This is an optimization exercise on Yosys and OpenROAD, whose aim is a short achievable clock period and few clock cycles, not a production implementation.
Only simulation tests tie the RTL to the original design; equivalence was not proved.

Setup of the reference run:
Design muldiv_unit_p, start of the top module:
module muldiv_unit_p #(
    parameter int WIDTH = 32
) (
    input  logic             clk,
    input  logic             reset,
    input  logic             start,
    input  logic [2:0]       op,
    input  logic [WIDTH-1:0] src_a,
    input  logic [WIDTH-1:0] src_b,
    input  logic             cancel,
    input  logic             wr_en,
    input  logic             wr_hi,
    input  logic [WIDTH-1:0] wr_data,
    output logic             busy,
    output logic             done,
    output logic [WIDTH-1:0] hi,
    output logic [WIDTH-1:0] lo
);
==> flow/config.mk <==
export PLATFORM = sky130hd
export DESIGN_NAME = muldiv_unit_p
export DESIGN_NICKNAME = muldiv_unit_p
export VERILOG_FILES = /design/flow/design.v
export SDC_FILE = /design/flow/constraint.sdc
export NUM_CORES = 4
export LEC_CHECK = 0
export CAP_MARGIN = 40
export CORE_MARGIN = 2
export CORE_UTILIZATION = 40
export SLEW_MARGIN = 30
==> flow/constraint.sdc <==
create_clock -name core_clock -period 12.0 [get_ports {clk}]
set_input_delay 2.4000 -clock core_clock [delete_from_list [all_inputs] [get_ports {clk}]]
set_output_delay 2.4000 -clock core_clock [all_outputs]
set_load 0.01 [all_outputs]
standard.sh (not shown) runs the stock make flow with config.mk's settings and CLKGATE_MAP_FILE= SYNTH_SCRIPT=/design/flow/synth_recipe.tcl, a recipe that flattens the netlist after the stock synthesis.
==> flow/flow/run.sh <==
#!/bin/bash
# Standard ORFS layout (the standard.sh, standard synthesis unchanged) with:
#  - port buffers of a plain buffer cell (buffer_ports otherwise picks a
#    delay cell), still one buffer on every input and output.
set -euo pipefail
MARGIN=$(cat flow/margin.txt)
bash standard.sh SETUP_SLACK_MARGIN=$MARGIN "BUFFER_PORTS_ARGS=-buffer_cell sky130_fd_sc_hd__buf_4" finish > make_finish.log 2>&1
==> flow/flow/margin.txt <==
7.5
Testbench counts of the reference run, summed over its fixed seeds: cycles 12,378.
[inputs] the trial run vs the reference run
--- a/flow/design.v
+++ b/flow/design.v
@@ -1731,40 +1731,44 @@
         end else begin
             rem  <= rem_n;
             quo  <= quo << 4;
             qq   <= qq_n;
             qm   <= qm_n;
             cnt  <= cnt - 3'd1;
         end
     end
-    logic        hsel, wr_ok, div_ok;
-    logic [31:0] hm, lm, ho, lo_o, hi_base, lo_base, ho_d, lo_o_d;
-    assign hi = hsel ? hm : ho;
-    assign lo = hsel ? lm : lo_o;
-    assign wr_ok   = !busy && wr_en && !(start && !cancel);
-    assign div_ok  = busy && fin && !cancel && !st_mul;
-    assign hi_base = hsel ? hm : ho;
-    assign lo_base = hsel ? lm : lo_o;
+    logic        hsel, dsel, wr_ok, early_ok;
+    logic [31:0] hm, lm, hd, ld, ho, lo_o, hi_base, lo_base, ho_d, lo_o_d;
+    assign hi = hsel ? hm : dsel ? hd : ho;
+    assign lo = hsel ? lm : dsel ? ld : lo_o;
+    assign wr_ok    = !busy && wr_en && !(start && !cancel);
+    assign early_ok = st_prep && early && !cancel;
+    assign hi_base  = hsel ? hm : dsel ? hd : ho;
+    assign lo_base  = hsel ? lm : dsel ? ld : lo_o;
     always_comb begin
-        if (div_ok)                ho_d = st_prep ? a_q : div_hi;
+        if (early_ok)              ho_d = a_q;
         else if (wr_ok && wr_hi)   ho_d = wr_data;
         else                       ho_d = hi_base;
-        if (div_ok)                lo_o_d = st_prep ? {32{bz}} : div_lo;
+        if (early_ok)              lo_o_d = {32{bz}};
         else if (wr_ok && !wr_hi)  lo_o_d = wr_data;
         else                       lo_o_d = lo_base;
     end
     always_ff @(posedge clk) begin
         hm <= mul_res[63:32];
         lm <= mul_res[31:0];
+        hd <= div_hi;
+        ld <= div_lo;
     end
     always_ff @(posedge clk or posedge reset) begin
         if (reset) begin
-            hsel  <= 1'b0;
+            hsel <= 1'b0;
+            dsel <= 1'b0;
             ho   <= '0;
             lo_o <= '0;
         end else begin
-            hsel  <= st_mul && !cancel;
+            hsel <= st_mul && !cancel;
+            dsel <= st_div && last && !cancel;
             ho   <= ho_d;
             lo_o <= lo_o_d;
         end
     end
 endmodule
==> comparison <==
Of the reference run and the trial run, only the trial run fails to reach the end of the flow. Comparing number of nets in the synthesized netlist for the reference run and the trial run, the smaller number came from the trial run. Number of cells upsized or downsized after cts is lower on the reference run. Total number of clock tree sinks went up by a little under 10% going from the reference run to the trial run. Relative to the reference run, the trial run improves detailed placement HPWL. The run showing the greater fraction of the mapped netlist area in compound gates is the reference run. Status: synthesized area parity (the trial run, the reference run). XOR/XNOR share of the synthesized area of the trial run is on par with the reference run. Looking at the reference run and the trial run, the adder-cell area share of the yosys netlist is a wash. Diff the reference run -> the trial run: hold-fix buffer count after cts was more or less identical; number of flip-flops and latches in the synthesized netlist went up by 65. Re sequential area share after synthesis: the trial run is 1.0 points up on the reference run. There was hardly any difference in vertical die dimension between the reference run and the trial run.
Testbench counts of the trial run, summed over its fixed seeds: cycles 12,378.

[port drivers added, routing unchanged]
In the flow no input, the clock included, has a driving cell. The finished layout below was timed again as built, in two steps. Step 1 assumes that a clkbuf_16 drives the clock port and a buf_2 every other input. Step 2 adds t to the input delays and takes it off the output delays; t is the mean of the earliest and latest rising clock arrival at the registers after step 1. Input paths then give back, and output paths get back, about the clock's delay inside the block. Slacks: ideal ports / drivers / drivers and shift; pairs: ideal ports / drivers.
run: the reference run
t, ns: 0.864
setup slack, ns: 6.787 / 6.787 / 5.930
latest minus earliest clock arrival (ns): 0.094 / 0.094
slew at the worst register clock pin (ns): 0.08 / 0.08
worst data-port slew with drivers (ns): 0.27
After both steps setup and hold are still met in the reference run. The setup slack of the reference run moves by 0.000 ns with the drivers and by -0.857 ns with both steps.
